Context: an optimization exercise on an open-source flow, tuned for small area and a short achievable clock period. The choices shown serve that exercise and are no tape-out recipe. In this exercise RTL edits were held to simulation tests only and were not proved equivalent to the original.

==> inputs of 09-18 <==
==> flow/design.v <==
module rf_inv   (input logic a, output logic y); assign y = ~a; endmodule
module rf_nor2  (input logic a, b, output logic y); assign y = ~(a | b); endmodule
module rf_nor3  (input logic a, b, c, output logic y); assign y = ~(a | b | c); endmodule
module rf_and2  (input logic a, b, output logic y); assign y = a & b; endmodule
module rf_and3  (input logic a, b, c, output logic y); assign y = a & b & c; endmodule
module rf_nand2 (input logic a, b, output logic y); assign y = ~(a & b); endmodule
module rf_nand4 (input logic a, b, c, d, output logic y); assign y = ~(a & b & c & d); endmodule
module rf_aoi22 (input logic a1, a2, b1, b2, output logic y); assign y = ~((a1 & a2) | (b1 & b2)); endmodule
module rf_aoi21 (input logic a1, a2, b1, output logic y); assign y = ~((a1 & a2) | b1); endmodule
module rf_aoi32 (input logic a1, a2, a3, b1, b2, output logic y);
  assign y = ~((a1 & a2 & a3) | (b1 & b2));
endmodule
module rf_or8 (
  input  logic [7:0] s,
  input  logic [7:0] v,
  output logic       z
);
  logic [3:0] p;
  for (genvar k = 0; k < 4; k++) begin : g_p
    assign p[k] = ~((s[2*k] & v[2*k]) | (s[2*k+1] & v[2*k+1]));
  end
  assign z = ~(&p);
endmodule
module rf_or7 (
  input  logic [6:0] s,
  input  logic [6:0] v,
  output logic       z
);
  logic [3:0] p;
  for (genvar k = 0; k < 3; k++) begin : g_p
    assign p[k] = ~((s[2*k] & v[2*k]) | (s[2*k+1] & v[2*k+1]));
  end
  assign p[3] = ~(s[6] & v[6]);
  assign z = ~(&p);
endmodule
module rf_rdec (
  input  logic [4:0]  addr,
  input  logic [31:0] wr,
  output logic [31:0] dec,
  output logic [31:0] sel
);
  logic [4:0] n;
  logic [3:0] lo;
  logic [7:0] hi;
  for (genvar k = 0; k < 5; k++) begin : g_inv
    rf_inv u (.a(addr[k]), .y(n[k]));
  end
  for (genvar j = 0; j < 4; j++) begin : g_lo
    rf_nor2 u (.a(j[1] ? n[1] : addr[1]), .b(j[0] ? n[0] : addr[0]), .y(lo[j]));
  end
  for (genvar j = 0; j < 8; j++) begin : g_hi
    rf_nor3 u (.a(j[2] ? n[4] : addr[4]), .b(j[1] ? n[3] : addr[3]),
               .c(j[0] ? n[2] : addr[2]), .y(hi[j]));
  end
  assign dec[0] = 1'b0;
  assign sel[0] = 1'b0;
  for (genvar i = 1; i < 32; i++) begin : g_sel
    rf_and2 ud (.a(lo[i % 4]), .b(hi[i / 4]), .y(dec[i]));
    rf_and3 us (.a(lo[i % 4]), .b(hi[i / 4]), .c(wr[i]), .y(sel[i]));
  end
endmodule
module rf_or32 (
  input  logic [31:0] s,
  input  logic [31:0] v,
  output logic        x1,
  output logic        x2
);
  logic [3:0] z;
  for (genvar k = 0; k < 4; k++) begin : g_z
    rf_or8 u (.s(s[8*k+7:8*k]), .v(v[8*k+7:8*k]), .z(z[k]));
  end
  rf_nor2 u1 (.a(z[0]), .b(z[1]), .y(x1));
  rf_nor2 u2 (.a(z[2]), .b(z[3]), .y(x2));
endmodule
module rf_or31 (
  input  logic [31:1] s,
  input  logic [31:1] v,
  output logic        x1,
  output logic        x2
);
  logic [3:0] z;
  for (genvar k = 0; k < 3; k++) begin : g_z
    rf_or8 u (.s(s[8*k+8:8*k+1]), .v(v[8*k+8:8*k+1]), .z(z[k]));
  end
  rf_or7 u3 (.s(s[31:25]), .v(v[31:25]), .z(z[3]));
  rf_nor2 u1 (.a(z[0]), .b(z[1]), .y(x1));
  rf_nor2 u2 (.a(z[2]), .b(z[3]), .y(x2));
endmodule
module rf_rport (
  input  logic [4:0]        addr,
  input  logic [31:0]       wr,
  input  logic [31:0]       busy,
  input  logic [31:0][31:0] q,       
  input  logic              hit,
  input  logic              nhit,
  input  logic [31:0]       nd,      
  output logic [31:0]       data,
  output logic              busy_o
);
  logic [31:0] dec, sel;
  logic        wa, nwa;
  rf_rdec u_dec (.addr(addr), .wr(wr), .dec(dec), .sel(sel));
  assign wa  = wr[addr];
  assign nwa = ~wa;
  for (genvar b = 0; b < 32; b++) begin : g_bit
    logic [31:0] v;
    logic [31:0] s;
    logic        x1, x2;
    for (genvar i = 0; i < 32; i++) begin : g_v
      if (i == 0) begin : g_z
        assign s[0] = (b < 5) ? nwa : 1'b0;
        assign v[0] = (b < 5) ? addr[b % 5] : 1'b0;
      end else begin : g_r
        assign s[i] = sel[i];
        assign v[i] = q[i][b];
      end
    end
    if (b < 5) begin : g_lo
      rf_or32 u_or (.s(s), .v(v), .x1(x1), .x2(x2));
    end else begin : g_hi
      rf_or31 u_or (.s(s[31:1]), .v(v[31:1]), .x1(x1), .x2(x2));
    end
    rf_aoi32 u_out (.a1(x1), .a2(x2), .a3(nhit), .b1(hit), .b2(nd[b]), .y(data[b]));
  end
  logic bx1, bx2;
  rf_or31 u_bor (.s(dec[31:1]), .v(busy[31:1]), .x1(bx1), .x2(bx2));
  rf_aoi21 u_bout (.a1(bx1), .a2(bx2), .b1(hit), .y(busy_o));
endmodule
module regfile_sb #(
  parameter int XLEN       = 32,
  parameter int NREGS      = 32,
  parameter int AW         = 5,
  parameter int BYPASS     = 1,
  parameter int ZERO_REG   = 1,
  parameter int INIT_INDEX = 1
) (
  input  logic             clk,
  input  logic             rst,
  input  logic             RegWEn,
  input  logic [AW-1:0]    AddrD,
  input  logic [XLEN-1:0]  DataD,
  input  logic [AW-1:0]    AddrA,
  input  logic [AW-1:0]    AddrB,
  output logic [XLEN-1:0]  DataA,
  output logic [XLEN-1:0]  DataB,
  input  logic             issue_en,
  input  logic [AW-1:0]    issue_rd,
  input  logic             flush,
  output logic             busy_a,
  output logic             busy_b,
  output logic [NREGS-1:0] busy_vec
);
  logic        we, iss;
  logic [31:0] w_we, w_set;
  logic [31:0][31:0] r_q;
  logic [31:0] r_wr, r_busy;
  assign we  = RegWEn   && (AddrD    != '0);
  assign iss = issue_en && (issue_rd != '0);
  for (genvar g = 0; g < 32; g++) begin : g_dec
    assign w_we[g]  = we  && (AddrD    == 5'(g));
    assign w_set[g] = iss && (issue_rd == 5'(g));
  end
  assign r_q[0]    = '0;
  assign r_wr[0]   = 1'b0;
  assign r_busy[0] = 1'b0;
  for (genvar g = 1; g < 32; g++) begin : g_reg
    always_ff @(posedge clk) begin
      if (w_we[g]) r_q[g] <= DataD;
    end
    always_ff @(posedge clk or posedge rst) begin
      if (rst) begin
        r_wr[g]   <= 1'b0;
        r_busy[g] <= 1'b0;
      end else begin
        if (w_we[g]) r_wr[g] <= 1'b1;
        if (flush)         r_busy[g] <= 1'b0;
        else if (w_set[g]) r_busy[g] <= 1'b1;
        else if (w_we[g])  r_busy[g] <= 1'b0;
      end
    end
  end
  logic        hit_a, hit_b;
  logic [31:0] nd;
  assign hit_a = we && (AddrD == AddrA);
  assign hit_b = we && (AddrD == AddrB);
  assign nd    = ~DataD;
  rf_rport u_pa (.addr(AddrA), .wr(r_wr), .busy(r_busy), .q(r_q), .hit(hit_a),
                 .nhit(~hit_a), .nd(nd), .data(DataA), .busy_o(busy_a));
  rf_rport u_pb (.addr(AddrB), .wr(r_wr), .busy(r_busy), .q(r_q), .hit(hit_b),
                 .nhit(~hit_b), .nd(nd), .data(DataB), .busy_o(busy_b));
  assign busy_vec = r_busy;
endmodule
==> flow/run.sh <==
#!/bin/bash
# synth_recipe.tcl (not shown) runs the flow's synth.tcl, then flattens the netlist and writes it again
# the make line also repeats each setting of config.mk as NAME=value (left out here)
make -C /OpenROAD-flow-scripts/flow DESIGN_CONFIG=/design/flow/config.mk WORK_HOME=/design/flow/orfs CLKGATE_MAP_FILE= SYNTH_SCRIPT=/design/flow/synth_recipe.tcl finish
==> flow/config.mk <==
export PLATFORM = sky130hd
export DESIGN_NAME = regfile_sb
export DESIGN_NICKNAME = regfile_sb
export VERILOG_FILES = /design/flow/design.v
export SDC_FILE = /design/flow/constraint.sdc
export NUM_CORES = 4
export LEC_CHECK = 0
export CAP_MARGIN = 20
export CORE_MARGIN = 2
export CORE_UTILIZATION = 55
export PLACE_DENSITY = 0.65
export SETUP_SLACK_MARGIN = 2.5
export SLEW_MARGIN = 20
export SYNTH_HIERARCHICAL = 1
export SYNTH_MINIMUM_KEEP_SIZE = 0
==> flow/constraint.sdc <==
create_clock -name core_clock -period 7.8 [get_ports {clk}]
set_input_delay 1.5600 -clock core_clock [delete_from_list [all_inputs] [get_ports {clk}]]
set_output_delay 1.5600 -clock core_clock [all_outputs]
set_load 0.01 [all_outputs]
==> 05-16 (differences from 09-18) <==
==> flow/design.v, changed modules only <==
module regfile_sb #(
  parameter int XLEN       = 32,
  parameter int NREGS      = 32,
  parameter int AW         = 5,
  parameter int BYPASS     = 1,
  parameter int ZERO_REG   = 1,
  parameter int INIT_INDEX = 1
) (
  input  logic             clk,
  input  logic             rst,
  input  logic             RegWEn,
  input  logic [AW-1:0]    AddrD,
  input  logic [XLEN-1:0]  DataD,
  input  logic [AW-1:0]    AddrA,
  input  logic [AW-1:0]    AddrB,
  output logic [XLEN-1:0]  DataA,
  output logic [XLEN-1:0]  DataB,
  input  logic             issue_en,
  input  logic [AW-1:0]    issue_rd,
  input  logic             flush,
  output logic             busy_a,
  output logic             busy_b,
  output logic [NREGS-1:0] busy_vec
);
  logic            we, iss;
  logic [31:0]     w_we, w_set;
  logic [31:0]     r_q [32];
  logic [31:0]     r_wr, r_busy;
  assign we  = RegWEn   && (AddrD    != '0);
  assign iss = issue_en && (issue_rd != '0);
  for (genvar g = 0; g < 32; g++) begin : g_dec
    assign w_we[g]  = we  && (AddrD    == 5'(g));
    assign w_set[g] = iss && (issue_rd == 5'(g));
  end
  assign r_q[0]    = '0;
  assign r_wr[0]   = 1'b0;
  assign r_busy[0] = 1'b0;
  for (genvar g = 1; g < 32; g++) begin : g_reg
    always_ff @(posedge clk) begin
      if (w_we[g]) r_q[g] <= DataD;
    end
    always_ff @(posedge clk or posedge rst) begin
      if (rst) begin
        r_wr[g]   <= 1'b0;
        r_busy[g] <= 1'b0;
      end else begin
        if (w_we[g]) r_wr[g] <= 1'b1;
        if (flush)         r_busy[g] <= 1'b0;
        else if (w_set[g]) r_busy[g] <= 1'b1;
        else if (w_we[g])  r_busy[g] <= 1'b0;
      end
    end
  end
  logic [31:0] qa, qb;
  logic        wa, wb, ba, bb, hit_a, hit_b;
  assign qa = r_q[AddrA];
  assign qb = r_q[AddrB];
  assign wa = r_wr[AddrA];
  assign wb = r_wr[AddrB];
  assign ba = r_busy[AddrA];
  assign bb = r_busy[AddrB];
  assign hit_a = we && (AddrD == AddrA);
  assign hit_b = we && (AddrD == AddrB);
  assign DataA  = hit_a ? DataD : (wa ? qa : {27'b0, AddrA});
  assign DataB  = hit_b ? DataD : (wb ? qb : {27'b0, AddrB});
  assign busy_a = !hit_a && ba;
  assign busy_b = !hit_b && bb;
  assign busy_vec = r_busy;
endmodule
// module rf_inv removed
// module rf_nor2 removed
// module rf_nor3 removed
// module rf_and2 removed
// module rf_and3 removed
// module rf_nand2 removed
// module rf_nand4 removed
// module rf_aoi22 removed
// module rf_aoi21 removed
// module rf_aoi32 removed
// module rf_or8 removed
// module rf_or7 removed
// module rf_rdec removed
// module rf_or32 removed
// module rf_or31 removed
// module rf_rport removed
Settings changed: CORE_UTILIZATION 55 to 35, PLACE_DENSITY 0.65 to 0.42, SETUP_SLACK_MARGIN 2.5 to 0.4, SYNTH_HIERARCHICAL 1 to not set, SYNTH_MINIMUM_KEEP_SIZE 0 to not set.
==> 06-13 (differences from 09-18) <==
==> flow/design.v, changed modules only <==
module rf_eq2 #(parameter int K = 0) (input logic [1:0] a, output logic y);
  assign y = (a == 2'(K));
endmodule
module rf_eq3 #(parameter int K = 0) (input logic [2:0] a, output logic y);
  assign y = (a == 3'(K));
endmodule
module rf_rdec (
  input  logic [4:0]  addr,
  input  logic [31:0] wr,
  output logic [31:0] dec,
  output logic [31:0] sel
);
  logic [3:0] lo;
  logic [7:0] hi;
  for (genvar j = 0; j < 4; j++) begin : g_lo
    rf_eq2 #(.K(j)) u (.a(addr[1:0]), .y(lo[j]));
  end
  for (genvar j = 0; j < 8; j++) begin : g_hi
    rf_eq3 #(.K(j)) u (.a(addr[4:2]), .y(hi[j]));
  end
  assign dec[0] = 1'b0;
  assign sel[0] = 1'b0;
  for (genvar i = 1; i < 32; i++) begin : g_sel
    rf_and2 ud (.a(lo[i % 4]), .b(hi[i / 4]), .y(dec[i]));
    rf_and3 us (.a(lo[i % 4]), .b(hi[i / 4]), .c(wr[i]), .y(sel[i]));
  end
endmodule
module rf_rport (
  input  logic [4:0]        addr,
  input  logic [31:0]       wr,
  input  logic [31:0]       busy,
  input  logic [31:0][31:0] q,       
  input  logic [31:0][4:0]  q1,      
  input  logic              hit,
  input  logic              nhit,
  input  logic [31:0]       nd,      
  output logic [31:0]       data,
  output logic              busy_o
);
  logic [31:0] dec, sel;
  rf_rdec u_dec (.addr(addr), .wr(wr), .dec(dec), .sel(sel));
  for (genvar b = 0; b < 32; b++) begin : g_bit
    logic [31:1] v;
    logic [31:1] s;
    logic        x1, x2;
    for (genvar i = 1; i < 32; i++) begin : g_v
      if (b < 5 && ((i >> b) & 1) == 1) begin : g_one
        assign s[i] = dec[i];
        assign v[i] = q1[i][b];
      end else begin : g_q
        assign s[i] = sel[i];
        assign v[i] = q[i][b];
      end
    end
    rf_or31 u_or (.s(s), .v(v), .x1(x1), .x2(x2));
    rf_aoi32 u_out (.a1(x1), .a2(x2), .a3(nhit), .b1(hit), .b2(nd[b]), .y(data[b]));
  end
  logic bx1, bx2;
  rf_or31 u_bor (.s(dec[31:1]), .v(busy[31:1]), .x1(bx1), .x2(bx2));
  rf_aoi21 u_bout (.a1(bx1), .a2(bx2), .b1(hit), .y(busy_o));
endmodule
module regfile_sb #(
  parameter int XLEN       = 32,
  parameter int NREGS      = 32,
  parameter int AW         = 5,
  parameter int BYPASS     = 1,
  parameter int ZERO_REG   = 1,
  parameter int INIT_INDEX = 1
) (
  input  logic             clk,
  input  logic             rst,
  input  logic             RegWEn,
  input  logic [AW-1:0]    AddrD,
  input  logic [XLEN-1:0]  DataD,
  input  logic [AW-1:0]    AddrA,
  input  logic [AW-1:0]    AddrB,
  output logic [XLEN-1:0]  DataA,
  output logic [XLEN-1:0]  DataB,
  input  logic             issue_en,
  input  logic [AW-1:0]    issue_rd,
  input  logic             flush,
  output logic             busy_a,
  output logic             busy_b,
  output logic [NREGS-1:0] busy_vec
);
  logic        we, iss;
  logic [31:0] w_we, w_set;
  logic [31:0][31:0] r_q;
  logic [31:0] r_wr, r_busy;
  assign we  = RegWEn   && (AddrD    != '0);
  assign iss = issue_en && (issue_rd != '0);
  for (genvar g = 0; g < 32; g++) begin : g_dec
    assign w_we[g]  = we  && (AddrD    == 5'(g));
    assign w_set[g] = iss && (issue_rd == 5'(g));
  end
  assign r_q[0]    = '0;
  assign r_wr[0]   = 1'b0;
  assign r_busy[0] = 1'b0;
  for (genvar g = 1; g < 32; g++) begin : g_reg
    always_ff @(posedge clk) begin
      if (w_we[g]) r_q[g] <= DataD;
    end
    always_ff @(posedge clk or posedge rst) begin
      if (rst) begin
        r_wr[g]   <= 1'b0;
        r_busy[g] <= 1'b0;
      end else begin
        if (w_we[g]) r_wr[g] <= 1'b1;
        if (flush)         r_busy[g] <= 1'b0;
        else if (w_set[g]) r_busy[g] <= 1'b1;
        else if (w_we[g])  r_busy[g] <= 1'b0;
      end
    end
  end
  logic        hit_a, hit_b;
  logic [31:0] nd;
  logic [31:0][4:0] q1;
  for (genvar g = 0; g < 32; g++) begin : g_q1
    assign q1[g] = r_q[g][4:0] | {5{~r_wr[g]}};
  end
  assign hit_a = we && (AddrD == AddrA);
  assign hit_b = we && (AddrD == AddrB);
  assign nd    = ~DataD;
  rf_rport u_pa (.addr(AddrA), .wr(r_wr), .busy(r_busy), .q(r_q), .q1(q1), .hit(hit_a),
                 .nhit(~hit_a), .nd(nd), .data(DataA), .busy_o(busy_a));
  rf_rport u_pb (.addr(AddrB), .wr(r_wr), .busy(r_busy), .q(r_q), .q1(q1), .hit(hit_b),
                 .nhit(~hit_b), .nd(nd), .data(DataB), .busy_o(busy_b));
  assign busy_vec = r_busy;
endmodule
// module rf_inv removed
// module rf_nor3 removed
// module rf_or32 removed
==> flow/flow/run.sh (new file) <==
#!/bin/bash
set -euo pipefail
bash standard.sh "BUFFER_PORTS_ARGS=-buffer_cell sky130_fd_sc_hd__buf_2" finish > standard_finish.log 2>&1
==> flow/standard.sh (new file) <==
#!/bin/bash
# synth_recipe.tcl (not shown) runs the flow's synth.tcl, then flattens the netlist and writes it again
# the make line also repeats each setting of config.mk as NAME=value (left out here)
make -C /OpenROAD-flow-scripts/flow DESIGN_CONFIG=/design/flow/config.mk WORK_HOME=/design/flow/orfs CLKGATE_MAP_FILE= SYNTH_SCRIPT=/design/flow/synth_recipe.tcl "${@:-finish}"
Settings changed: CTS_BUF_LIST set to sky130_fd_sc_hd__clkbuf_4, CTS_CLUSTER_DIAMETER set to 30, CTS_CLUSTER_SIZE set to 8, PLACE_DENSITY 0.65 to 0.8, SETUP_SLACK_MARGIN 2.5 to 2.6.
removed: flow/run.sh
==> impl_metrics.csv <==
group,metric,value,unit
power_and_ir_drop,power.leakage,19.0,nW
run_status,outcome,"timing/DRC/antenna clean",
worst_setup_path,slowest_delay,0.35,ns
worst_setup_path,rr_endpoint,"r_wr[28]$_DFFE_PP0P_",
power_and_ir_drop,vdd_drop_max,240,µV
clock_network,ctsResizeCount,619,
sta,rsz0062_at_grt,"true",
sta,clock.fmax,0.182,GHz
power_and_ir_drop,p_switching,3.10,mW
power_and_ir_drop,p_int,9.60,mW
logic_synthesis,ys_warn_count,7,
detailed_routing,dr_wl_met3,28100,µm
clock_network,htree_num_levels,3,
grt,grt.total_usage,43.7,%
grt,antenna_found_initial,3,
power_and_ir_drop,clkPwrFrac,39.9,%
final_layout,utilization,71.8,%
-- figures above: 09-18

==> impl_metrics.csv <==
group,metric,value,unit
power_and_ir_drop,p_int,10.0,mW
power_and_ir_drop,p_switching,3.25,mW
worst_setup_path,rr_endpoint,"r_busy[3]$_DFFE_PP0P_",
sta,rsz0062_at_grt,"false",
clock_network,ctsResizeCount,0,
power_and_ir_drop,power.leakage,18.1,nW
run_status,outcome,"timing/DRC/antenna clean",
final_layout,utilization,42.2,%
power_and_ir_drop,clkPwrFrac,43.7,%
logic_synthesis,ys_warn_count,2,
worst_setup_path,slowest_delay,0.90,ns
grt,antenna_found_initial,13,
-- figures above: 05-16

==> impl_metrics.csv <==
group,metric,value,unit
power_and_ir_drop,clkPwrFrac,34.3,%
sta,clock.fmax,0.187,GHz
logic_synthesis,ys_warn_count,7,
final_layout,fin_nets,3589,
power_and_ir_drop,p_int,8.38,mW
grt,grt.total_usage,38.1,%
final_layout,utilization,65.7,%
power_and_ir_drop,power.leakage,17.1,nW
grt,antenna_found_initial,6,
worst_setup_path,rr_endpoint,"r_wr[13]$_DFFE_PP0P_",
run_status,outcome,"timing/DRC/antenna clean",
floorplanning,io_pins,155,
sta,rsz0062_at_grt,"true",
detailed_routing,dr_wl_met3,29500,µm
power_and_ir_drop,vdd_drop_max,128,µV
detailed_routing,drt-initial-drc-count,8151,
place,io_buffer_count,153,
clock_network,ctsResizeCount,215,
final_layout,fin_cells,4720,
power_and_ir_drop,p_switching,2.92,mW
-- figures above: 06-13

## what the ideal ports hide
The flow's constraints put no driver on any port. The routed layouts listed below were extracted and timed again, unchanged, in two steps.
Step 1 (the two cells are an assumption about what drives the block):
set clk [get_ports {clk}]
set_driving_cell -lib_cell sky130_fd_sc_hd__clkbuf_16 $clk
set_driving_cell -lib_cell sky130_fd_sc_hd__buf_2 [delete_from_list [all_inputs] $clk]
Step 2 times the ports against the registers' clock, not the clock port: input delays grow and output delays shrink by t, the midpoint of the rising clock arrivals with the driver on.
Slacks: no drivers / after step 1 / after step 2; pairs: no drivers / after step 1.
| run | shift t [ns] | setup WS [ns] | worst register clock-pin slew, ns |
|---|---|---|---|
| 09-18 | 0.742 | 2.296 / 2.232 / 2.232 | 0.07 / 0.07 |
| 05-16 | 0.838 | 0.203 / 0.174 / 0.174 | 0.07 / 0.07 |
| 06-13 | 1.153 | 2.443 / 2.415 / 2.415 | 0.10 / 0.10 |
After both steps setup and hold are still met in every run listed. For 09-18, which loses most, drivers alone change the setup slack by -0.064 ns; drivers and shift together by -0.064 ns.
